This design comes from an exercise in tuning for small area and a short achievable clock period on the open sky130 flow, not from production work. Where RTL was checked, it was by simulation tests only, not by an equivalence proof against the original. For run 1, only the layout was checked, not whether the RTL still works. Power is estimated from default activity; no workload was simulated.

## flow/design.v

```verilog
`timescale 1ns/1ps
package emac_pkg;
  localparam int ADR_W  = 11;
  localparam int DATA_W = 32;
  localparam int MAC_W  = 48;
  localparam logic [ADR_W-1:0] REG_STAT    = 11'h081;
  localparam logic [ADR_W-1:0] REG_MYMACL  = 11'h082;
  localparam logic [ADR_W-1:0] REG_MYMACH  = 11'h083;
  localparam logic [ADR_W-1:0] REG_BUF     = 11'h084;
  localparam logic [ADR_W-1:0] REG_STARTTX = 11'h086;
  localparam logic [ADR_W-1:0] REG_DSTL    = 11'h08A;
  localparam logic [ADR_W-1:0] REG_DSTH    = 11'h08B;
  localparam logic [ADR_W-1:0] REG_TYPE    = 11'h08C;
  localparam int BUF_DEPTH = 64;
  localparam int BUF_CNT_W = 7;
  localparam logic [7:0] PREAMBLE_BYTE = 8'h55;
  localparam int         PREAMBLE_LEN  = 7;
  localparam logic [7:0] SFD_BYTE      = 8'hD5;
  localparam int HDR_LEN = 14;
  localparam logic [31:0] CRC_POLY = 32'hEDB8_8320;
  localparam logic [31:0] CRC_INIT = 32'hFFFF_FFFF;
  typedef logic [DATA_W-1:0] word_t;
  typedef logic [7:0] byte_t;
  typedef logic [MAC_W-1:0] mac_addr_t;
  typedef logic [15:0] ether_type_t;
endpackage
`timescale 1ns/1ps
module emac_regs (
  input  logic                 tx_clk_i,
  input  logic                 reset_i,
  input  logic                 wr_en_i,
  input  logic                 rd_en_i,
  input  logic [emac_pkg::ADR_W-1:0]     adr_i,
  input  emac_pkg::word_t                wr_data_i,
  output emac_pkg::word_t                rd_data_o,
  input  logic                 busy_i,
  input  logic                 buf_pop_i,
  output logic [emac_pkg::BUF_CNT_W-1:0] buf_count_o,
  output logic                 buf_push_o,
  output logic                 start_o,
  output emac_pkg::mac_addr_t            my_mac_o,
  output emac_pkg::mac_addr_t            dst_mac_o,
  output emac_pkg::ether_type_t          ether_type_o
);
  emac_pkg::word_t stat_word;
  emac_pkg::word_t rd_mux;
  logic  start_req;
  always_comb begin
    stat_word = '0;
    stat_word[0] = busy_i;
    stat_word[8 +: emac_pkg::BUF_CNT_W] = buf_count_o;
  end
  assign buf_push_o = wr_en_i && (adr_i == emac_pkg::REG_BUF) && !busy_i &&
                      (buf_count_o != emac_pkg::BUF_DEPTH[emac_pkg::BUF_CNT_W-1:0]);
  always_ff @(posedge tx_clk_i or negedge reset_i) begin
    if (!reset_i) begin
      buf_count_o <= '0;
    end else if (buf_push_o) begin
      buf_count_o <= buf_count_o + 1'b1;
    end else if (buf_pop_i) begin
      buf_count_o <= buf_count_o - 1'b1;
    end
  end
  assign start_req = wr_en_i && (adr_i == emac_pkg::REG_STARTTX) && !busy_i &&
                     (buf_count_o != '0);
  always_ff @(posedge tx_clk_i or negedge reset_i) begin
    if (!reset_i) begin
      my_mac_o     <= '0;
      dst_mac_o    <= '0;
      ether_type_o <= '0;
    end else if (wr_en_i) begin
      case (adr_i)
        emac_pkg::REG_MYMACL: my_mac_o[31:0]   <= wr_data_i;
        emac_pkg::REG_MYMACH: my_mac_o[47:32]  <= wr_data_i[15:0];
        emac_pkg::REG_DSTL:   dst_mac_o[31:0]  <= wr_data_i;
        emac_pkg::REG_DSTH:   dst_mac_o[47:32] <= wr_data_i[15:0];
        emac_pkg::REG_TYPE:   ether_type_o     <= wr_data_i[15:0];
        default: ;
      endcase
    end
  end
  always_ff @(posedge tx_clk_i or negedge reset_i) begin
    if (!reset_i) begin
      start_o <= 1'b0;
    end else begin
      start_o <= start_req;
    end
  end
  always_comb begin
    rd_mux = '0;
    case (adr_i)
      emac_pkg::REG_STAT:   rd_mux = stat_word;
      emac_pkg::REG_MYMACL: rd_mux = my_mac_o[31:0];
      emac_pkg::REG_MYMACH: rd_mux[15:0] = my_mac_o[47:32];
      emac_pkg::REG_DSTL:   rd_mux = dst_mac_o[31:0];
      emac_pkg::REG_DSTH:   rd_mux[15:0] = dst_mac_o[47:32];
      emac_pkg::REG_TYPE:   rd_mux[15:0] = ether_type_o;
      default: ;
    endcase
  end
  always_ff @(posedge tx_clk_i or negedge reset_i) begin
    if (!reset_i) begin
      rd_data_o <= '0;
    end else if (rd_en_i) begin
      rd_data_o <= rd_mux;
    end
  end
endmodule
`timescale 1ns/1ps
module emac_tx_buffer (
  input  logic            tx_clk_i,
  input  logic            reset_i,
  input  logic            push_i,
  input  emac_pkg::word_t data_i,
  input  logic            fetch_i,
  input  logic            load_i,
  output emac_pkg::word_t cur_o
);
  localparam int DEPTH = emac_pkg::BUF_DEPTH;
  localparam int W     = emac_pkg::DATA_W;
  logic [DEPTH*W-1:0] ring;
  logic [DEPTH*W-1:0] ring_d;
  emac_pkg::word_t    wd0, wd1, wd2, wd3;
  emac_pkg::word_t    wsel;
  logic [3:0]         v;
  logic [3:0]         v_d;
  logic [6:0]         z;
  logic [6:0]         y;
  logic               wen;
  logic               cap;
  logic               nv;
  emac_pkg::word_t    nxt;
  emac_pkg::word_t    tap;
  assign wen = (|v) && (z[1:0] == 2'd1);
  always_comb begin
    v_d = {v[2:0], push_i};
    if (v[3]) begin
      wsel = wd3;
      v_d[3] = v[2];
    end else if (v[2]) begin
      wsel = wd2;
      v_d[3] = v[2] && !wen;
    end else if (v[1]) begin
      wsel = wd1;
      v_d[2] = v[1] && !wen;
    end else begin
      wsel = wd0;
      v_d[1] = v[0] && !wen;
    end
  end
  always_comb begin
    for (int p = 0; p < DEPTH; p++) begin
      if (p % 4 == 0 && wen && z[5:2] == p / 4) begin
        ring_d[p*W +: W] = wsel;
      end else begin
        ring_d[p*W +: W] = ring[((p + 1) % DEPTH)*W +: W];
      end
    end
  end
  always_ff @(posedge tx_clk_i) begin
    ring <= ring_d;
    wd0  <= data_i;
    wd1  <= wd0;
    wd2  <= wd1;
    wd3  <= wd2;
  end
  assign tap = ring[{y[5:2], 2'b00}*W +: W];
  assign cap = fetch_i && (!nv || load_i) && (y[1:0] == 2'd0) && (y != z);
  always_ff @(posedge tx_clk_i or negedge reset_i) begin
    if (!reset_i) begin
      v  <= '0;
      z  <= '0;
      y  <= '0;
      nv <= 1'b0;
    end else begin
      v  <= v_d;
      z  <= wen ? z : z - 7'd1;
      y  <= cap ? y : y - 7'd1;
      nv <= cap || (nv && !load_i);
    end
  end
  always_ff @(posedge tx_clk_i) begin
    if (cap)    nxt   <= tap;
    if (load_i) cur_o <= nxt;
  end
endmodule
`timescale 1ns/1ps
module emac_crc32 (
  input  logic            tx_clk_i,
  input  logic            reset_i,
  input  logic            clear_i,
  input  logic            en_i,
  input  emac_pkg::byte_t data_i,
  output emac_pkg::word_t crc_o,
  output emac_pkg::word_t crc_next_o
);
  function automatic emac_pkg::word_t crc_step(emac_pkg::word_t crc, emac_pkg::byte_t d);
    emac_pkg::word_t c;
    c = crc;
    for (int i = 0; i < 8; i++) begin
      if (c[0] ^ d[i]) begin
        c = (c >> 1) ^ emac_pkg::CRC_POLY;
      end else begin
        c = c >> 1;
      end
    end
    crc_step = c;
  endfunction
  assign crc_next_o = crc_step(crc_o, data_i);
  always_ff @(posedge tx_clk_i or negedge reset_i) begin
    if (!reset_i) begin
      crc_o <= emac_pkg::CRC_INIT;
    end else if (clear_i) begin
      crc_o <= emac_pkg::CRC_INIT;
    end else if (en_i) begin
      crc_o <= crc_next_o;
    end
  end
endmodule
`timescale 1ns/1ps
module emac_tx_framer (
  input  logic                           tx_clk_i,
  input  logic                           reset_i,
  input  logic                           start_i,
  input  emac_pkg::mac_addr_t            my_mac_i,
  input  emac_pkg::mac_addr_t            dst_mac_i,
  input  emac_pkg::ether_type_t          ether_type_i,
  input  emac_pkg::word_t                cur_i,
  input  logic [emac_pkg::BUF_CNT_W-1:0] buf_count_i,
  output logic                           buf_pop_o,
  output logic                           fetch_o,
  output logic                           load_o,
  input  emac_pkg::word_t                crc_i,
  input  emac_pkg::word_t                crc_next_i,
  output logic                           crc_clear_o,
  output logic                           crc_en_o,
  output logic                           busy_o,
  output logic                           tx_en_o,
  output emac_pkg::byte_t                tx_d_o
);
  typedef enum logic [2:0] {
    ST_IDLE, ST_PRE, ST_SFD, ST_HDR, ST_PAY, ST_FCS
  } state_t;
  state_t          state_q;
  state_t          state_d;
  logic [3:0]      cnt_q;
  logic [3:0]      cnt_d;
  logic            tx_en_d;
  emac_pkg::byte_t tx_d_d;
  logic            crc_en_d;
  logic [111:0]    hdr;
  logic [3:0]      hdr_next;
  logic [3:0]      hdr_sel;
  logic [1:0]      pay_next;
  logic [1:0]      fcs_next;
  emac_pkg::byte_t hdr_byte;
  emac_pkg::byte_t pay_byte;
  emac_pkg::byte_t fcs_byte;
  assign hdr      = {dst_mac_i, my_mac_i, ether_type_i};
  assign hdr_next = (state_q == ST_HDR) ? cnt_q + 4'd1 : 4'd0;
  assign hdr_sel  = 4'd13 - hdr_next;
  assign hdr_byte = hdr[{hdr_sel, 3'b000} +: 8];
  assign pay_next = (state_q == ST_PAY) ? cnt_q[1:0] + 2'd1 : 2'd0;
  assign pay_byte = cur_i[{~pay_next, 3'b000} +: 8];
  assign fcs_next = cnt_q[1:0] + 2'd1;
  assign fcs_byte = ~crc_i[{fcs_next, 3'b000} +: 8];
  assign busy_o      = (state_q != ST_IDLE) || start_i;
  assign crc_clear_o = (state_q == ST_IDLE) && start_i;
  assign fetch_o     = (state_q == ST_SFD) || (state_q == ST_HDR) || (state_q == ST_PAY);
  assign load_o      = ((state_q == ST_HDR) && (cnt_q == 4'd12)) ||
                       ((state_q == ST_PAY) && (cnt_q[1:0] == 2'd2));
  assign buf_pop_o   = (state_q == ST_PAY) && (cnt_q[1:0] == 2'd2);
  always_comb begin
    state_d  = state_q;
    cnt_d    = cnt_q;
    tx_en_d  = tx_en_o;
    tx_d_d   = tx_d_o;
    crc_en_d = 1'b0;
    case (state_q)
      ST_IDLE: begin
        if (start_i) begin
          state_d = ST_PRE;
          cnt_d   = '0;
          tx_en_d = 1'b1;
          tx_d_d  = emac_pkg::PREAMBLE_BYTE;
        end
      end
      ST_PRE: begin
        if (cnt_q == emac_pkg::PREAMBLE_LEN - 1) begin
          state_d = ST_SFD;
          tx_d_d  = emac_pkg::SFD_BYTE;
        end else begin
          cnt_d  = cnt_q + 4'd1;
          tx_d_d = emac_pkg::PREAMBLE_BYTE;
        end
      end
      ST_SFD: begin
        state_d  = ST_HDR;
        cnt_d    = '0;
        tx_d_d   = hdr_byte;
        crc_en_d = 1'b1;
      end
      ST_HDR: begin
        crc_en_d = 1'b1;
        if (cnt_q == emac_pkg::HDR_LEN - 1) begin
          state_d = ST_PAY;
          cnt_d   = '0;
          tx_d_d  = pay_byte;
        end else begin
          cnt_d  = cnt_q + 4'd1;
          tx_d_d = hdr_byte;
        end
      end
      ST_PAY: begin
        if (cnt_q[1:0] == 2'd3 && buf_count_i == '0) begin
          state_d = ST_FCS;
          cnt_d   = '0;
          tx_d_d  = ~crc_next_i[7:0];
        end else begin
          cnt_d    = {2'b00, pay_next};
          tx_d_d   = pay_byte;
          crc_en_d = 1'b1;
        end
      end
      ST_FCS: begin
        if (cnt_q[1:0] == 2'd3) begin
          state_d = ST_IDLE;
          tx_en_d = 1'b0;
          tx_d_d  = '0;
        end else begin
          cnt_d  = cnt_q + 4'd1;
          tx_d_d = fcs_byte;
        end
      end
      default: state_d = ST_IDLE;
    endcase
  end
  always_ff @(posedge tx_clk_i or negedge reset_i) begin
    if (!reset_i) begin
      state_q  <= ST_IDLE;
      cnt_q    <= '0;
      tx_en_o  <= 1'b0;
      tx_d_o   <= '0;
      crc_en_o <= 1'b0;
    end else begin
      state_q  <= state_d;
      cnt_q    <= cnt_d;
      tx_en_o  <= tx_en_d;
      tx_d_o   <= tx_d_d;
      crc_en_o <= crc_en_d;
    end
  end
endmodule
`timescale 1ns/1ps
module emac_tx_top (
  input  logic                       tx_clk_i,
  input  logic                       reset_i,
  input  logic                       wr_en_i,
  input  logic                       rd_en_i,
  input  logic [emac_pkg::ADR_W-1:0] adr_i,
  input  emac_pkg::word_t            wr_data_i,
  output emac_pkg::word_t            rd_data_o,
  output logic                       tx_en_o,
  output emac_pkg::byte_t            tx_d_o
);
  logic                           busy;
  logic                           start;
  logic                           buf_push;
  logic                           buf_pop;
  logic [emac_pkg::BUF_CNT_W-1:0] buf_count;
  logic                           fetch;
  logic                           load;
  emac_pkg::word_t                cur;
  emac_pkg::mac_addr_t            my_mac;
  emac_pkg::mac_addr_t            dst_mac;
  emac_pkg::ether_type_t          ether_type;
  logic                           crc_clear;
  logic                           crc_en;
  emac_pkg::word_t                crc;
  emac_pkg::word_t                crc_next;
  emac_regs i_regs (
    .tx_clk_i     (tx_clk_i),
    .reset_i      (reset_i),
    .wr_en_i      (wr_en_i),
    .rd_en_i      (rd_en_i),
    .adr_i        (adr_i),
    .wr_data_i    (wr_data_i),
    .rd_data_o    (rd_data_o),
    .busy_i       (busy),
    .buf_pop_i    (buf_pop),
    .buf_count_o  (buf_count),
    .buf_push_o   (buf_push),
    .start_o      (start),
    .my_mac_o     (my_mac),
    .dst_mac_o    (dst_mac),
    .ether_type_o (ether_type)
  );
  emac_tx_buffer i_buf (
    .tx_clk_i (tx_clk_i),
    .reset_i  (reset_i),
    .push_i   (buf_push),
    .data_i   (wr_data_i),
    .fetch_i  (fetch),
    .load_i   (load),
    .cur_o    (cur)
  );
  emac_crc32 i_crc (
    .tx_clk_i   (tx_clk_i),
    .reset_i    (reset_i),
    .clear_i    (crc_clear),
    .en_i       (crc_en),
    .data_i     (tx_d_o),
    .crc_o      (crc),
    .crc_next_o (crc_next)
  );
  emac_tx_framer i_framer (
    .tx_clk_i     (tx_clk_i),
    .reset_i      (reset_i),
    .start_i      (start),
    .my_mac_i     (my_mac),
    .dst_mac_i    (dst_mac),
    .ether_type_i (ether_type),
    .cur_i        (cur),
    .buf_count_i  (buf_count),
    .buf_pop_o    (buf_pop),
    .fetch_o      (fetch),
    .load_o       (load),
    .crc_i        (crc),
    .crc_next_i   (crc_next),
    .crc_clear_o  (crc_clear),
    .crc_en_o     (crc_en),
    .busy_o       (busy),
    .tx_en_o      (tx_en_o),
    .tx_d_o       (tx_d_o)
  );
endmodule
```

## flow/run.sh

```bash
#!/bin/bash
# synth_recipe.tcl (not shown) runs the flow's synth.tcl, then flattens the netlist and writes it again
# the make line also repeats each setting of config.mk as NAME=value (left out here)
make -C /OpenROAD-flow-scripts/flow DESIGN_CONFIG=/design/flow/config.mk WORK_HOME=/design/flow/orfs CLKGATE_MAP_FILE= SYNTH_SCRIPT=/design/flow/synth_recipe.tcl finish
```

## flow/config.mk

```make
export PLATFORM = sky130hd
export DESIGN_NAME = emac_tx_top
export DESIGN_NICKNAME = emac_tx_top
export VERILOG_FILES = /design/flow/design.v
export SDC_FILE = /design/flow/constraint.sdc
export NUM_CORES = 4
export LEC_CHECK = 0
export CAP_MARGIN = 20
export CORE_MARGIN = 2
export CORE_UTILIZATION = 40
export SLEW_MARGIN = 20
```

## flow/constraint.sdc

```tcl
create_clock -name core_clock -period 5.4 [get_ports {tx_clk_i}]
set_input_delay 1.0800 -clock core_clock [delete_from_list [all_inputs] [get_ports {tx_clk_i}]]
set_output_delay 1.0800 -clock core_clock [all_outputs]
set_load 0.01 [all_outputs]
```

==> run notes, run 1 <==
run status complete, no violations; Iteration-0 DRC Markers between 2k and 3k; CP required 6.16 ns; highest fanout seen on the critical path 8; grt met2 use between 20% and 30%; final global-route overflow total 0; drt first pass iters 7; area enclosed by the die boundary between 150,000 and 200,000 um^2; average routed wire per standard cell between 20 and 25 um; most used routing layer met2; register cell area after layout 51,000 um^2; kind of cell adding the most delay to the critical path compound AO/OA/AOI/OAI gates; final count of hold timing violations 0; area share of fa/ha/maj cells after synthesis 0.271%; power share of the sequential group roughly 53%; Max VDD drop around 0.36 mV; IO Count 88; slowest stage cell, crit path sky130_fd_sc_hd__a2111o_1; Clock power frac 45.1%; count of antenna-violating nets left after detailed routing 0; Seq cells post-synth about 2.5k; Mapped Avg Cell Area 13.7 um^2; clock-pin slew of the registers on the worst-case setup and hold paths 0.06 ns; Die Ht between 400 and 500 um; drt drc 0; Leakage Power slightly above 30 nW; final-stage net count 5,117; vias per inst 4.86; site row count 150; count of buffers inserted at the top-level ports 87; setup violators final 0; vias in the first global route 36.4k; total number of vias approximately 36k; half-perimeter wire length after detailed placement between 80 and 90 mm; Synth top area share between 60% and 70%; number of max-slew violations in the final report 0; Post-CTS Setup Repair Bufs 0; total detailed-routing wirelength roughly 150 mm; share of total power consumed by net switching about a fifth; number of library cell types mapped by synthesis a little over 80; setup repair after global routing missed its margin no; Worst Setup Start Kind input pin; power density over cell area between 400 and 500 nW/um^2; multi-input combinational cell area 15,500 um^2; clock skew approximately 0.036 ns; endpoint kind of the worst setup timing path register; async set-or-reset flop fraction in the synthesized netlist roughly 8.9%; Critical path buffers and inverters 1; placement-stage worst setup slack 0.521 ns; delay of the slowest critical-path stage 0.62 ns; proportion of layout cells with a drive suffix above 1 15.5%; proportion of power drawn by combinational gates about 2.4%; Post-CTS Hold Fix Bufs 0; Max transition margin a little over a quarter; starting density of the core between 40% and 50%; largest net degree at the start of global routing 97; Worst Setup Slack, final roughly 1.3 ns; synth-to-layout area growth 16.4%; startpoint-to-endpoint class of the critical path input pin to register; clock tree from TritonCTS built; leading register cell type out of synthesis sky130_fd_sc_hd__dfxtp_1; largest buffer count on any clock path 3; width of the die around 410 um; Critical Path, Cell by Cell clkdlybuf4s50_1 -> or4b_4 -> nor4_1 -> nand4_1 -> a2111o_1 -> fa_1 -> a21o_1 -> a21oi_1 -> o21bai_1 -> a21oi_1 -> mux2i_1 -> xor2_1; Final Wtd Congestion 0.978; met1 capacity usage during global routing 24.6%; antenna violations before repair 8; XOR/XNOR Fraction of Synth Area under 10%; largest family of logic cells by synthesized area multiplexers; portion of netlist area occupied by mux cells about 9%; number of enable-type register cells in the synthesized netlist 64; proportion of synthesized chip area in sequential cells 75.6%; Compound-Gate Fraction of Synth Area 7.13%; Post-Route Setup TNS 0 ns; number of instances in the synthesized netlist just under 5k; Global Route met3 Usage ~2.9%; simple logic cell fraction of the synthesized area approximately 5.3%; fin crit period ~4.1 ns; total clock buffers created by CTS 216; transition time at the pin with the least slew margin 1.09 ns; cell repeated most along the worst path sky130_fd_sc_hd__a21oi_1; WP data arrival between 4 and 5 ns; clock latency on the worst-skew pair 0.84 ns; H-tree Lvls 4; dominant cells by area after synthesis sky130_fd_sc_hd__dfxtp_1 65%, sky130_fd_sc_hd__dfrtp_1 7.0%, sky130_fd_sc_hd__mux4_2 5.6%; net count of the mapped netlist between 4k and 5k; maximum capacitance violations 0; Resized Gates After CTS 0; cell taking the most area after synthesis sky130_fd_sc_hd__dfxtp_1; Cell Int Power between 20 and 30 mW; total number of yosys warnings 4; Net Sw Power 7.22 mW; # fillers approximately 15k; maximum achievable frequency 244 MHz; class of the tightest hold or removal check input pin to async pin; leading post-synthesis cells by instance count 2,176 x sky130_fd_sc_hd__dfxtp_1, 428 x sky130_fd_sc_hd__nand2_1, 387 x sky130_fd_sc_hd__o21ai_0, 314 x sky130_fd_sc_hd__nor2_1, 312 x sky130_fd_sc_hd__a21oi_1; global router's overall resource usage roughly 17%; global-route wire length before repair ~230 mm; root buffer selected by CTS sky130_fd_sc_hd__clkbuf_16; final clock period utilization by the worst path 75.9%; synthesized cell area ~68,000 um^2; area of the placeable core around 170,000 um^2; most common cell in the synthesized netlist sky130_fd_sc_hd__dfxtp_1; clk sinks about 2.5k
through the flow:
step	std cells	hold WS, ns	instance area, um^2	total power [mW]	util [%]
2_1_floorplan	4928	0.310	67500	19.3	-
3_3_place_gp	7039	0.310	71000	19.6	42.4
3_5_place_dp	7040	0.312	71100	19.6	42.4
4_1_cts	7440	0.255	78600	35.4	46.9
5_1_grt	7442	0.306	78600	36.2	47.0
6_report	7443	0.293	78600	35.1	47.0
placed cells by master (no fill, tap or decap), types with 9 or more instances in the layout:
master                               n
sky130_fd_sc_hd__nand2b_1           16
sky130_fd_sc_hd__inv_1              25
sky130_fd_sc_hd__a21o_1             14
sky130_fd_sc_hd__buf_12              9
sky130_fd_sc_hd__nand3_1            12
sky130_fd_sc_hd__mux2i_1            62
sky130_fd_sc_hd__clkbuf_1           45
sky130_fd_sc_hd__clkbuf_8           64
sky130_fd_sc_hd__a22oi_1            49
sky130_fd_sc_hd__a221oi_1           12
sky130_fd_sc_hd__dfrtp_1           180
sky130_fd_sc_hd__clkinv_2           33
sky130_fd_sc_hd__xor2_1             30
sky130_fd_sc_hd__a222oi_1            9
sky130_fd_sc_hd__buf_4              76
sky130_fd_sc_hd__a21oi_1           307
sky130_fd_sc_hd__mux2_4             20
sky130_fd_sc_hd__nor3_1             15
sky130_fd_sc_hd__o21ai_0           387
sky130_fd_sc_hd__dfstp_2            32
sky130_fd_sc_hd__dfxtp_1          2176
sky130_fd_sc_hd__edfxtp_1           64
sky130_fd_sc_hd__mux2_2             99
sky130_fd_sc_hd__clkbuf_16         223
sky130_fd_sc_hd__bufinv_16          15
sky130_fd_sc_hd__xnor2_1            63
sky130_fd_sc_hd__mux4_2            169
sky130_fd_sc_hd__nor2_1            308
sky130_fd_sc_hd__or3_1              11
sky130_fd_sc_hd__nand2_1           422
sky130_fd_sc_hd__clkdlybuf4s50_1    85
sky130_fd_sc_hd__ha_1               12
flip-flops by register name, summed over array words and instances, names as in the netlist, 32 cells and up:
name	cells
i_buf.cur_o	32
i_buf.nxt	32
i_buf.ring	2048
i_buf.wd0	32
i_buf.wd1	32
i_buf.wd2	32
i_buf.wd3	32
i_crc.crc_o	32
i_regs.dst_mac_o	48
i_regs.my_mac_o	48
i_regs.rd_data_o	32
path summary, 6_finish.rpt:
kind                              startpoint                    end  slack [ns]  depth (start not counted)
setup / recovery                    adr_i[6]  i_regs.buf_count_o[6]        1.30                         12
hold / removal                       reset_i   i_regs.rd_data_o[24]        0.29                          1
setup reg to reg           i_framer.cnt_q[1]     i_framer.tx_d_o[1]        1.59                          6
hold reg to reg              i_buf.ring[639]        i_buf.ring[607]        0.31                          0
max in group asynchronous            reset_i             i_buf.v[3]        4.07                          2
min in group core_clock      i_buf.ring[639]        i_buf.ring[607]        0.31                          0
cell families after synthesis:
family,count (synthesis)
AOI/OAI and AO/OA,861
xor gates and xnor gates,96
adders and majority gates,14
buffers and inverters,291
DFF,2460
muxes,358
and+or+nand+nor,848
per-layer routing:
| metal | part of all wire [%] | vias to the layer above |
|---|---|---|
| li1 | - | 17100 |
| met1 | 48 | 18000 |
| met2 | 45 | 853 |
| met3 | 4.4 | 273 |
| met4 | 2.9 | 0 |
| met5 | 0 | - |
final cells by class:
class / count / share of cell area, %
Sequential cell: 2460 / 64.9
Multi-Input combinational cell: 2177 / 19.8
Clock buffer: 332 / 8.43
Tap cell: 2204 / 3.51
Timing Repair Buffer: 174 / 2.10
Clock inverter: 68 / 1.12
Inverter: 27 / 0.129
Antenna cell: 1 / 0.00318
power by group through the flow:
stage / logic, mW / clock network [mW] / registers (mW)
after detailed placement: 0.843 / 0 / 18.8
after global routing: 0.911 / 16.9 / 18.4
after global placement: 0.843 / 0 / 18.8
after CTS: 0.849 / 16.1 / 18.4
final: 0.848 / 15.8 / 18.4
after floorplan: 0.494 / 0 / 18.8
==> run 2, diff against run 1 <==
--- a/flow/design.v
+++ b/flow/design.v
@@ -112,8 +112,9 @@
   input  logic            reset_i,
   input  logic            push_i,
   input  emac_pkg::word_t data_i,
-  input  logic            fetch_i,
-  input  logic            load_i,
+  input  logic            fetch_d_i,    
+  input  logic            load_i,       
+  input  logic            load_d_i,     
   output emac_pkg::word_t cur_o
 );
   localparam int DEPTH = emac_pkg::BUF_DEPTH;
@@ -124,33 +125,41 @@
   emac_pkg::word_t    wsel;
   logic [3:0]         v;
   logic [3:0]         v_d;
-  logic [6:0]         z;
-  logic [6:0]         y;
+  logic [6:0]         z, z_d;
+  logic [6:0]         y, y_d;
   logic               wen;
-  logic               cap;
-  logic               nv;
+  logic [15:0]        ins_q;        
+  logic [3:0]         src_q;        
+  logic [3:0]         src_d;
+  logic               cap_q;        
+  logic               cap_d;
+  logic [15:0]        tsel_q;       
+  logic               nv, nv_d;
   emac_pkg::word_t    nxt;
   emac_pkg::word_t    tap;
-  assign wen = (|v) && (z[1:0] == 2'd1);
+  assign wen = |ins_q;
   always_comb begin
     v_d = {v[2:0], push_i};
     if (v[3]) begin
-      wsel = wd3;
       v_d[3] = v[2];
     end else if (v[2]) begin
-      wsel = wd2;
       v_d[3] = v[2] && !wen;
     end else if (v[1]) begin
-      wsel = wd1;
       v_d[2] = v[1] && !wen;
     end else begin
-      wsel = wd0;
       v_d[1] = v[0] && !wen;
     end
+    z_d = wen ? z : z - 7'd1;
+    if (v_d[3])      src_d = 4'b1000;
+    else if (v_d[2]) src_d = 4'b0100;
+    else if (v_d[1]) src_d = 4'b0010;
+    else             src_d = 4'b0001;
   end
   always_comb begin
+    wsel = ({W{src_q[0]}} & wd0) | ({W{src_q[1]}} & wd1) |
+           ({W{src_q[2]}} & wd2) | ({W{src_q[3]}} & wd3);
     for (int p = 0; p < DEPTH; p++) begin
-      if (p % 4 == 0 && wen && z[5:2] == p / 4) begin
+      if (p % 4 == 0 && ins_q[p / 4]) begin
         ring_d[p*W +: W] = wsel;
       end else begin
         ring_d[p*W +: W] = ring[((p + 1) % DEPTH)*W +: W];
@@ -164,23 +173,40 @@
     wd2  <= wd1;
     wd3  <= wd2;
   end
-  assign tap = ring[{y[5:2], 2'b00}*W +: W];
-  assign cap = fetch_i && (!nv || load_i) && (y[1:0] == 2'd0) && (y != z);
+  always_comb begin
+    tap = '0;
+    for (int k = 0; k < DEPTH / 4; k++) begin
+      tap = tap | ({W{tsel_q[k]}} & ring[(4*k)*W +: W]);
+    end
+  end
+  assign y_d   = cap_q ? y : y - 7'd1;
+  assign nv_d  = cap_q || (nv && !load_i);
+  assign cap_d = fetch_d_i && (!nv_d || load_d_i) && (y_d[1:0] == 2'd0) && (y_d != z_d);
   always_ff @(posedge tx_clk_i or negedge reset_i) begin
     if (!reset_i) begin
-      v  <= '0;
-      z  <= '0;
-      y  <= '0;
-      nv <= 1'b0;
+      v      <= '0;
+      z      <= '0;
+      y      <= '0;
+      nv     <= 1'b0;
+      ins_q  <= '0;
+      src_q  <= 4'b0001;
+      cap_q  <= 1'b0;
+      tsel_q <= '0;
     end else begin
-      v  <= v_d;
-      z  <= wen ? z : z - 7'd1;
-      y  <= cap ? y : y - 7'd1;
-      nv <= cap || (nv && !load_i);
+      v      <= v_d;
+      z      <= z_d;
+      y      <= y_d;
+      nv     <= nv_d;
+      src_q  <= src_d;
+      cap_q  <= cap_d;
+      for (int k = 0; k < DEPTH / 4; k++) begin
+        ins_q[k]  <= (|v_d) && (z_d[1:0] == 2'd1) && (z_d[5:2] == k);
+        tsel_q[k] <= cap_d && (y_d[5:2] == k);
+      end
     end
   end
   always_ff @(posedge tx_clk_i) begin
-    if (cap)    nxt   <= tap;
+    if (cap_q)  nxt   <= tap;
     if (load_i) cur_o <= nxt;
   end
 endmodule
@@ -228,8 +254,9 @@
   input  emac_pkg::word_t                cur_i,
   input  logic [emac_pkg::BUF_CNT_W-1:0] buf_count_i,
   output logic                           buf_pop_o,
-  output logic                           fetch_o,
+  output logic                           fetch_d_o,
   output logic                           load_o,
+  output logic                           load_d_o,
   input  emac_pkg::word_t                crc_i,
   input  emac_pkg::word_t                crc_next_i,
   output logic                           crc_clear_o,
@@ -249,32 +276,52 @@
   emac_pkg::byte_t tx_d_d;
   logic            crc_en_d;
   logic [111:0]    hdr;
-  logic [3:0]      hdr_next;
-  logic [3:0]      hdr_sel;
   logic [1:0]      pay_next;
-  logic [1:0]      fcs_next;
   emac_pkg::byte_t hdr_byte;
   emac_pkg::byte_t pay_byte;
   emac_pkg::byte_t fcs_byte;
+  logic            r_hdr, r_pay, r_fcs0, r_fcs;
+  logic [3:0]      r_hsel;
+  logic [1:0]      r_pidx, r_fidx;
+  logic            n_hdr, n_pay, n_fcs0, n_fcs;
+  logic [3:0]      n_hsel;
+  logic [1:0]      n_pidx, n_fidx;
+  logic            pre_byte, sfd_byte;
   assign hdr      = {dst_mac_i, my_mac_i, ether_type_i};
-  assign hdr_next = (state_q == ST_HDR) ? cnt_q + 4'd1 : 4'd0;
-  assign hdr_sel  = 4'd13 - hdr_next;
-  assign hdr_byte = hdr[{hdr_sel, 3'b000} +: 8];
   assign pay_next = (state_q == ST_PAY) ? cnt_q[1:0] + 2'd1 : 2'd0;
-  assign pay_byte = cur_i[{~pay_next, 3'b000} +: 8];
-  assign fcs_next = cnt_q[1:0] + 2'd1;
-  assign fcs_byte = ~crc_i[{fcs_next, 3'b000} +: 8];
+  always_comb begin
+    n_hdr  = (state_d == ST_SFD) || (state_d == ST_HDR && cnt_d != emac_pkg::HDR_LEN - 1);
+    n_hsel = (state_d == ST_HDR) ? 4'd12 - cnt_d : 4'd13;
+    n_pay  = (state_d == ST_HDR && cnt_d == emac_pkg::HDR_LEN - 1) ||
+             (state_d == ST_PAY && !(cnt_d[1:0] == 2'd3 && buf_count_i == 7'd1 &&
+                                     state_q == ST_PAY && cnt_q[1:0] == 2'd2));
+    n_pidx = (state_d == ST_PAY) ? ~(cnt_d[1:0] + 2'd1) : 2'd3;
+    n_fcs0 = (state_q == ST_PAY) && (cnt_q[1:0] == 2'd2) && (buf_count_i == 7'd1);
+    n_fcs  = (state_d == ST_FCS) && (cnt_d[1:0] != 2'd3);
+    n_fidx = cnt_d[1:0] + 2'd1;
+  end
+  assign hdr_byte = hdr[{r_hsel, 3'b000} +: 8];
+  assign pay_byte = cur_i[{r_pidx, 3'b000} +: 8];
+  assign fcs_byte = ~crc_i[{r_fidx, 3'b000} +: 8];
+  assign pre_byte = ((state_q == ST_IDLE) && start_i) ||
+                    ((state_q == ST_PRE) && (cnt_q != emac_pkg::PREAMBLE_LEN - 1));
+  assign sfd_byte = (state_q == ST_PRE) && (cnt_q == emac_pkg::PREAMBLE_LEN - 1);
+  assign tx_d_d = ({8{pre_byte}} & emac_pkg::PREAMBLE_BYTE) |
+                  ({8{sfd_byte}} & emac_pkg::SFD_BYTE) |
+                  ({8{r_hdr}}    & hdr_byte) |
+                  ({8{r_pay}}    & pay_byte) |
+                  ({8{r_fcs0}}   & ~crc_next_i[7:0]) |
+                  ({8{r_fcs}}    & fcs_byte);
   assign busy_o      = (state_q != ST_IDLE) || start_i;
   assign crc_clear_o = (state_q == ST_IDLE) && start_i;
-  assign fetch_o     = (state_q == ST_SFD) || (state_q == ST_HDR) || (state_q == ST_PAY);
-  assign load_o      = ((state_q == ST_HDR) && (cnt_q == 4'd12)) ||
-                       ((state_q == ST_PAY) && (cnt_q[1:0] == 2'd2));
+  assign fetch_d_o   = (state_d == ST_SFD) || (state_d == ST_HDR) || (state_d == ST_PAY);
+  assign load_d_o    = ((state_d == ST_HDR) && (cnt_d == 4'd12)) ||
+                       ((state_d == ST_PAY) && (cnt_d[1:0] == 2'd2));
   assign buf_pop_o   = (state_q == ST_PAY) && (cnt_q[1:0] == 2'd2);
   always_comb begin
     state_d  = state_q;
     cnt_d    = cnt_q;
     tx_en_d  = tx_en_o;
-    tx_d_d   = tx_d_o;
     crc_en_d = 1'b0;
     case (state_q)
       ST_IDLE: begin
@@ -282,22 +329,18 @@
           state_d = ST_PRE;
           cnt_d   = '0;
           tx_en_d = 1'b1;
-          tx_d_d  = emac_pkg::PREAMBLE_BYTE;
         end
       end
       ST_PRE: begin
         if (cnt_q == emac_pkg::PREAMBLE_LEN - 1) begin
           state_d = ST_SFD;
-          tx_d_d  = emac_pkg::SFD_BYTE;
         end else begin
           cnt_d  = cnt_q + 4'd1;
-          tx_d_d = emac_pkg::PREAMBLE_BYTE;
         end
       end
       ST_SFD: begin
         state_d  = ST_HDR;
         cnt_d    = '0;
-        tx_d_d   = hdr_byte;
         crc_en_d = 1'b1;
       end
       ST_HDR: begin
@@ -305,20 +348,16 @@
         if (cnt_q == emac_pkg::HDR_LEN - 1) begin
           state_d = ST_PAY;
           cnt_d   = '0;
-          tx_d_d  = pay_byte;
         end else begin
           cnt_d  = cnt_q + 4'd1;
-          tx_d_d = hdr_byte;
         end
       end
       ST_PAY: begin
         if (cnt_q[1:0] == 2'd3 && buf_count_i == '0) begin
           state_d = ST_FCS;
           cnt_d   = '0;
-          tx_d_d  = ~crc_next_i[7:0];
         end else begin
           cnt_d    = {2'b00, pay_next};
-          tx_d_d   = pay_byte;
           crc_en_d = 1'b1;
         end
       end
@@ -326,10 +365,8 @@
         if (cnt_q[1:0] == 2'd3) begin
           state_d = ST_IDLE;
           tx_en_d = 1'b0;
-          tx_d_d  = '0;
         end else begin
           cnt_d  = cnt_q + 4'd1;
-          tx_d_d = fcs_byte;
         end
       end
       default: state_d = ST_IDLE;
@@ -342,7 +379,23 @@
       tx_en_o  <= 1'b0;
       tx_d_o   <= '0;
       crc_en_o <= 1'b0;
+      r_hdr    <= 1'b0;
+      r_pay    <= 1'b0;
+      r_fcs0   <= 1'b0;
+      r_fcs    <= 1'b0;
+      r_hsel   <= '0;
+      r_pidx   <= '0;
+      r_fidx   <= '0;
+      load_o   <= 1'b0;
     end else begin
+      load_o   <= load_d_o;
+      r_hdr    <= n_hdr;
+      r_pay    <= n_pay;
+      r_fcs0   <= n_fcs0;
+      r_fcs    <= n_fcs;
+      r_hsel   <= n_hsel;
+      r_pidx   <= n_pidx;
+      r_fidx   <= n_fidx;
       state_q  <= state_d;
       cnt_q    <= cnt_d;
       tx_en_o  <= tx_en_d;
@@ -368,8 +421,9 @@
   logic                           buf_push;
   logic                           buf_pop;
   logic [emac_pkg::BUF_CNT_W-1:0] buf_count;
-  logic                           fetch;
+  logic                           fetch_d;
   logic                           load;
+  logic                           load_d;
   emac_pkg::word_t                cur;
   emac_pkg::mac_addr_t            my_mac;
   emac_pkg::mac_addr_t            dst_mac;
@@ -400,8 +454,9 @@
     .reset_i  (reset_i),
     .push_i   (buf_push),
     .data_i   (wr_data_i),
-    .fetch_i  (fetch),
-    .load_i   (load),
+    .fetch_d_i (fetch_d),
+    .load_i    (load),
+    .load_d_i  (load_d),
     .cur_o    (cur)
   );
   emac_crc32 i_crc (
@@ -423,8 +478,9 @@
     .cur_i        (cur),
     .buf_count_i  (buf_count),
     .buf_pop_o    (buf_pop),
-    .fetch_o      (fetch),
+    .fetch_d_o    (fetch_d),
     .load_o       (load),
+    .load_d_o     (load_d),
     .crc_i        (crc),
     .crc_next_i   (crc_next),
     .crc_clear_o  (crc_clear),
--- a/flow/config.mk
+++ b/flow/config.mk
@@ -5,6 +5,7 @@
 export SDC_FILE = /design/flow/constraint.sdc
 export NUM_CORES = 4
 export LEC_CHECK = 0
+export ABC_CLOCK_PERIOD_IN_PS = 2400
 export CAP_MARGIN = 20
 export CORE_MARGIN = 2
 export CORE_UTILIZATION = 40
==> run notes, run 2 <==
count of buffers inserted at the top-level ports 87; Seq cells post-synth 2,509; final clock period utilization by the worst path 74.8%; setup repair after global routing missed its margin no; most common cell in the synthesized netlist sky130_fd_sc_hd__dfxtp_1; endpoint kind of the worst setup timing path register; synthesized cell area a little under 70,000 um^2; final count of hold timing violations 0; registers with the most flip-flops i_buf.ring (2048), i_regs.dst_mac_o (48), i_regs.my_mac_o (48); width of the die about 420 um; startpoint-to-endpoint class of the critical path register to register; global router's overall resource usage 19.1%; commonest cells after routing, fill and taps aside 2,176 x sky130_fd_sc_hd__dfxtp_1, 572 x sky130_fd_sc_hd__nor2_1, 556 x sky130_fd_sc_hd__a21oi_1; WP data arrival approximately 4.7 ns; largest net degree at the start of global routing 111; transition time at the pin with the least slew margin 1.20 ns; hold depth 0; met1 wire length approximately 78 mm; Resized Gates After CTS 0; clk sinks ~2.5k; Final Wtd Congestion around 0.85; wire length on met3 7.38 mm; setup violators final 0; total power consumption of the routed design about 36 mW; clock-pin slew of the registers on the worst-case setup and hold paths about 0.070 ns; number of instances in the synthesized netlist 5,014; count of antenna-violating nets left after detailed routing 0; Max VDD drop around 0.27 mV; maximum capacitance violations 0; total clock buffers created by CTS about 230; Leakage Power approximately 32 nW; final-stage net count roughly 5.2k; number of max-slew violations in the final report 0; drt drc 0; Worst Setup Start Kind register; CP required 6.11 ns; cell taking the most area after synthesis sky130_fd_sc_hd__dfxtp_1; highest fanout seen on the critical path 9; area of the placeable core about 170,000 um^2; synth-to-layout area growth 16.7%; Met2 Wirelength 79.2 mm; top register by number of flip-flops i_buf.ring; maximum achievable frequency between 200 and 250 MHz; IO Count slightly below 90; antenna violations before repair 4; run status complete, no violations; Mapped Avg Cell Area 13.5 um^2; Synth top area share ~64%; Post-CTS Setup Repair Bufs 0; total number of yosys warnings 4; number of enable-type register cells in the synthesized netlist between 60 and 70; Iteration-0 DRC Markers roughly 3k; most common library cell in the layout ignoring fill and taps sky130_fd_sc_hd__dfxtp_1; Worst Setup Slack, final approximately 1.4 ns; fin crit period roughly 4 ns; # fillers about 15k; root buffer selected by CTS sky130_fd_sc_hd__clkbuf_16; largest buffer count on any clock path 3; register cell area after layout between 50,000 and 60,000 um^2; proportion of layout cells with a drive suffix above 1 between 10 and 15%; net count of the mapped netlist between 5k and 6k; leading post-synthesis cells by instance count 2,176 x sky130_fd_sc_hd__dfxtp_1, 572 x sky130_fd_sc_hd__nor2_1, 556 x sky130_fd_sc_hd__a21oi_1, 251 x sky130_fd_sc_hd__clkbuf_1, 236 x sky130_fd_sc_hd__dfrtp_1; vias in the first global route approximately 38k; proportion of synthesized chip area in sequential cells 77.0%; length in cells of the worst reg-to-reg path 9; global-route wire length before repair 248 mm; starting density of the core around 40%; half-perimeter wire length after detailed placement roughly 93 mm; dominant cells by area after synthesis sky130_fd_sc_hd__dfxtp_1 64%, sky130_fd_sc_hd__dfrtp_1 8.7%, sky130_fd_sc_hd__a21oi_1 4.1%; Die Ht about 420 um; class of the tightest hold or removal check register to register; Post-CTS Hold Fix Bufs 0; multi-input combinational cell area 14,600 um^2; power density over cell area around 450 nW/um^2; site row count 151; drt first pass iters 5; average routed wire per standard cell about 22 um; clock skew about 0.034 ns; clock tree from TritonCTS built; total detailed-routing wirelength approximately 170 mm; number of library cell types mapped by synthesis 84; area enclosed by the die boundary about 170,000 um^2; clock latency on the worst-skew pair between 0.8 and 0.9 ns; final core utilization ~47%; total number of vias between 30k and 40k; vias per inst 5.04; final global-route overflow total 0; placement-stage worst setup slack ~0.8 ns; leading register cell type out of synthesis sky130_fd_sc_hd__dfxtp_1; async set-or-reset flop fraction in the synthesized netlist between 10% and 20%; highest metal used met5; Max transition margin 20.2%; H-tree Lvls 4; number of flip-flops under the largest register name 2,048; Post-Route Setup TNS 0 ns
run 2: path summary, 6_finish.rpt:
check / start / to / slack (ns)
worst max-delay path: i_regs.buf_count_o[2] / i_buf.tsel_q[6] / 1.36
worst min-delay path: i_buf.ring[987] / i_buf.ring[955] / 0.30
worst max register to register: i_regs.buf_count_o[2] / i_buf.tsel_q[6] / 1.36
worst min register to register: i_buf.ring[987] / i_buf.ring[955] / 0.30
max in group asynchronous: reset_i / i_buf.ins_q[1] / 3.78
min in group asynchronous: reset_i / i_regs.dst_mac_o[45] / 0.31
run 2: cells by family after synthesis:
family | Yosys count | synth area share (%)
AOI/OAI and AO/OA | 1038 | 10.0
xor gates and xnor gates | 101 | 1.56
adders and majority gates | 14 | 0.258
buffers and inverters | 316 | 1.82
DFF | 2509 | 77.0
muxes | 187 | 3.93
and+or+nand+nor | 849 | 5.44
run 2: cell type report:
type	count	area share (%)
inverter	41	0.194
multi-input combinational	2189	18.4
antenna	1	0.00316
clock inverter	80	1.25
timing repair buffer	175	1.94
sequential	2509	66.1
tap	2218	3.50
clock buffer	341	8.56
run 2: report_power, final:
part | leakage, nW | total [mW] | switching (mW) | internal (mW)
clock network | 3.81 | 16.3 | 6.82 | 9.53
logic | 6.38 | 0.785 | 0.476 | 0.309
registers | 21.7 | 18.8 | 0.125 | 18.7
run 2: metrics by stage:
stage | cells | instance area [um^2] | hold WS [ns]
2_1_floorplan | 5014 | 67900 | 0.310
3_3_place_gp | 7130 | 71400 | 0.310
3_5_place_dp | 7132 | 71400 | 0.312
4_1_cts | 7553 | 79200 | 0.299
5_1_grt | 7553 | 79200 | 0.310
6_report | 7554 | 79200 | 0.304
run 2: critical path, stage by stage, from the launching register on:
cell	delay (ns)
sky130_fd_sc_hd__dfrtp_1	0.48
sky130_fd_sc_hd__or4_1	0.64
sky130_fd_sc_hd__o41ai_1	0.58
sky130_fd_sc_hd__nand2_1	0.17
sky130_fd_sc_hd__a21oi_1	0.47
sky130_fd_sc_hd__ha_1	0.28
sky130_fd_sc_hd__nand2_1	0.07
sky130_fd_sc_hd__a221oi_2	0.42
sky130_fd_sc_hd__o21ai_1	0.42
sky130_fd_sc_hd__a211oi_1	0.39
run 2: layer usage:
metal  up-vias  GRT usage [%]
li1      17600              -
met1     19200           26.5
met2       976           31.5
met3       264           2.74
met4         4           4.99
met5         -              0
==> run 3, diff against run 2 <==
--- a/flow/config.mk
+++ b/flow/config.mk
@@ -9,4 +9,5 @@
 export CAP_MARGIN = 20
 export CORE_MARGIN = 2
 export CORE_UTILIZATION = 40
+export SETUP_SLACK_MARGIN = 2.9
 export SLEW_MARGIN = 20
==> run notes, run 3 <==
maximum achievable frequency between 300 and 400 MHz; number of instances in the synthesized netlist between 5k and 6k; clock tree from TritonCTS built; Cell Int Power ~28 mW; final clock period utilization by the worst path between 50% and 60%; drt first pass iters 8; leading register cell type out of synthesis sky130_fd_sc_hd__dfxtp_1; largest buffer count on any clock path 3; area of the placeable core 169,000 um^2; setup violators final 0; final count of hold timing violations 0; Iteration-0 DRC Markers 3,087; vias per inst 5.09; final global-route overflow total 0; Final Wtd Congestion 0.866; power share of the sequential group ~52%; IO Count slightly below 90; synth-to-layout area growth 18.9%; run status complete, no violations; global-route wire length before repair between 200 and 300 mm; async set-or-reset flop fraction in the synthesized netlist 10.7%; largest net degree at the start of global routing 86; total number of vias between 30k and 40k; proportion of synthesized chip area in sequential cells a little under 80%; Worst Setup Start Kind register; Net Sw Power approximately 7.6 mW; H-tree Lvls 4; site row count approximately 150; most common library cell in the layout ignoring fill and taps sky130_fd_sc_hd__dfxtp_1; Max VDD drop ~0.28 mV; number of flip-flops under the largest register name 2,048; proportion of layout cells with a drive suffix above 1 a little under a fifth; root buffer selected by CTS sky130_fd_sc_hd__clkbuf_16; maximum capacitance violations 0; Leakage Power roughly 33 nW; starting density of the core between 40% and 50%; area enclosed by the die boundary ~170,000 um^2; endpoint kind of the worst setup timing path register; Mapped Avg Cell Area ~14 um^2; commonest cells after routing, fill and taps aside 2,176 x sky130_fd_sc_hd__dfxtp_1, 570 x sky130_fd_sc_hd__nor2_1, 554 x sky130_fd_sc_hd__a21oi_1; drt drc 0; net count of the mapped netlist 5,075; width of the die roughly 420 um; Post-CTS Hold Fix Bufs 0; cell taking the most area after synthesis sky130_fd_sc_hd__dfxtp_1; clock latency on the worst-skew pair around 0.83 ns; global router's overall resource usage about a fifth; class of the tightest hold or removal check input pin to async pin; slack of the worst reg-to-reg path ~2.6 ns; startpoint-to-endpoint class of the critical path register to register; dominant cells by area after synthesis sky130_fd_sc_hd__dfxtp_1 64%, sky130_fd_sc_hd__dfrtp_1 8.7%, sky130_fd_sc_hd__a21oi_1 4.1%; average routed wire per standard cell 23.1 um; clk sinks ~2.5k; count of antenna-violating nets left after detailed routing 0; registers with the most flip-flops i_buf.ring (2048), i_regs.dst_mac_o (48), i_regs.my_mac_o (48); synthesized cell area 67,900 um^2; proportion of power drawn by combinational gates 2.6%; antenna violations before repair 9; half-perimeter wire length after detailed placement between 90 and 100 mm; Post-Route Setup TNS 0 ns; clock skew 0.0278 ns; Die Ht 416 um; CP required about 6.1 ns; top register by number of flip-flops i_buf.ring; # fillers 14.7k; fin crit period about 2.8 ns; power density over cell area 447 nW/um^2; number of enable-type register cells in the synthesized netlist 64; Seq cells post-synth 2,509; Clock power frac between 40% and 50%; total clock buffers created by CTS between 200 and 250; R2R Path End i_buf.tsel_q[9]; clock-pin slew of the registers on the worst-case setup and hold paths roughly 0.060 ns; Synth top area share about 64%; most common cell in the synthesized netlist sky130_fd_sc_hd__dfxtp_1; vias in the first global route 38.5k; total detailed-routing wirelength about 180 mm; number of max-slew violations in the final report 0; total number of yosys warnings 4; leading post-synthesis cells by instance count 2,176 x sky130_fd_sc_hd__dfxtp_1, 572 x sky130_fd_sc_hd__nor2_1, 556 x sky130_fd_sc_hd__a21oi_1, 251 x sky130_fd_sc_hd__clkbuf_1, 236 x sky130_fd_sc_hd__dfrtp_1; transition time at the pin with the least slew margin around 1.2 ns; count of buffers inserted at the top-level ports slightly below 90; final-stage net count approximately 5.3k; length in cells of the worst reg-to-reg path 10; startpoint of the worst register-to-register path i_buf.ins_q[9]; setup repair after global routing missed its margin yes; highest fanout seen on the critical path 8; share of total power consumed by net switching 21.1%; number of library cell types mapped by synthesis 84; WP data arrival between 3 and 4 ns; Max transition margin about 22%; final core utilization about 48%
[run 3: cell counts after synthesis]
No cell type changed its count.
[run 3: stage by stage]
stage | cells | power (mW) | worst slack [ns] | area (um^2) | hold slack, ns
6_report | 7669 | 36.0 | 2.56 | 80700 | 0.236
5_1_grt | 7666 | 37.1 | 2.46 | 80700 | 0.260
4_1_cts | 7633 | 36.2 | 2.62 | 80100 | 0.218
3_5_place_dp | 7133 | 20.1 | 0.977 | 71600 | 0.312
3_3_place_gp | 7132 | 20.1 | 1.00 | 71600 | 0.310
2_1_floorplan | 5014 | 19.7 | 2.14 | 68200 | 0.310
[run 3: kinds of logic after synthesis]
logic type      Yosys count  share of synthesized area [%]
xor+xnor                101                           1.56
mux                     187                           3.93
simple gates            849                           5.44
compound gates         1038                           10.0
buf+inv                 316                           1.82
fa+ha+maj                14                          0.258
flops                  2509                           77.0
[run 3: cell type report]
| type | count | area (um^2) | share of cell area [%] |
|---|---|---|---|
| Multi-Input combinational cell | 2193 | 15300 | 18.9 |
| Clock inverter | 84 | 988 | 1.22 |
| Antenna cell | 3 | 7.51 | 0.00930 |
| Tap cell | 2218 | 2780 | 3.44 |
| Sequential cell | 2509 | 52400 | 64.9 |
| Inverter | 41 | 158 | 0.195 |
| Clock buffer | 343 | 6710 | 8.31 |
| Timing Repair Buffer | 278 | 2430 | 3.01 |
[run 3: worst max-delay path: stages (launching register included)]
cell	delay, ns
sky130_fd_sc_hd__dfrtp_4	0.48
sky130_fd_sc_hd__or4_4	0.58
sky130_fd_sc_hd__nor4_4	0.33
sky130_fd_sc_hd__buf_4	0.18
sky130_fd_sc_hd__buf_4	0.16
sky130_fd_sc_hd__o2111ai_1	0.12
sky130_fd_sc_hd__o211a_2	0.16
sky130_fd_sc_hd__nor4_4	0.26
sky130_fd_sc_hd__buf_4	0.19
sky130_fd_sc_hd__clkbuf_16	0.16
sky130_fd_sc_hd__a21oi_1	0.07
[run 3: worst max path at each step]
stage | start | endpoint | slack (ns) | cells past startpoint
4_1_cts | i_regs.buf_count_o[5] | i_buf.tsel_q[14] | 2.62 | 10
5_1_grt | i_framer.cnt_q[1] | i_buf.cap_q | 2.46 | 12
2_1_floorplan | adr_i[10] | i_regs.my_mac_o[21] | 2.14 | 8
6_report | i_buf.ins_q[9] | i_buf.tsel_q[9] | 2.56 | 10
3_5_place_dp | adr_i[10] | i_regs.my_mac_o[30] | 0.98 | 8
3_3_place_gp | adr_i[10] | i_regs.my_mac_o[21] | 1.00 | 8
[run 3: per-layer routing]
metal | part of all wire [%] | global-route usage, %
met3 | 6.5 | 3.97
met4 | 2.8 | 6.47
met5 | 0.024 | 0
met1 | 46 | 28.1
met2 | 45 | 31.4
[run 3: timing repair]
action / in CTS / in global routing
buffers inserted: 69 / 32
cloned: 4 / 1
gates resized for setup: 253 / 55
pin swaps: 13 / 19
endpoints found under the setup margin: 249 / 206
[run 3: power by group through the flow]
| stage | Clock, mW | Combinational (mW) | Sequential [mW] |
|---|---|---|---|
| finish | 16.2 | 0.949 | 18.9 |
| detailed placement | 0 | 0.841 | 19.3 |
| floorplan | 0 | 0.541 | 19.2 |
| CTS | 16.5 | 0.865 | 18.8 |
| global placement | 0 | 0.829 | 19.2 |
| global route | 17.2 | 1.02 | 18.9 |

re-timing with driven ports:
Ports are ideal in the flow. The routed layouts listed here were re-timed in OpenROAD. Step 1, drivers: a clkbuf_16 drives tx_clk_i and a buf_2 each remaining input, both assumed. Step 2 times the ports against the registers' clock, not the clock port: input delays grow and output delays shrink by t, the midpoint of the rising clock arrivals with the driver on. Three values: ideal, step 1, step 2; two values: the first two.
| run | shift t [ns] | setup WS [ns] | worst setup path at the end | clock arrival spread, ns | cell pins on the clock port's net |
|---|---|---|---|---|---|
| run 1 | 0.907 | 1.302 / 1.364 / 0.456 | input to register | 0.040 / 0.041 | 1 |
| run 2 | 0.880 | 1.362 / 1.362 / 0.757 | input to register | 0.041 / 0.040 | 1 |
| run 3 | 0.897 | 2.562 / 2.562 / 2.034 | input to register | 0.039 / 0.039 | 1 |
After both steps setup and hold are still met in every run listed. For run 1, which loses most, drivers alone change the setup slack by +0.062 ns; drivers and shift together by -0.846 ns.
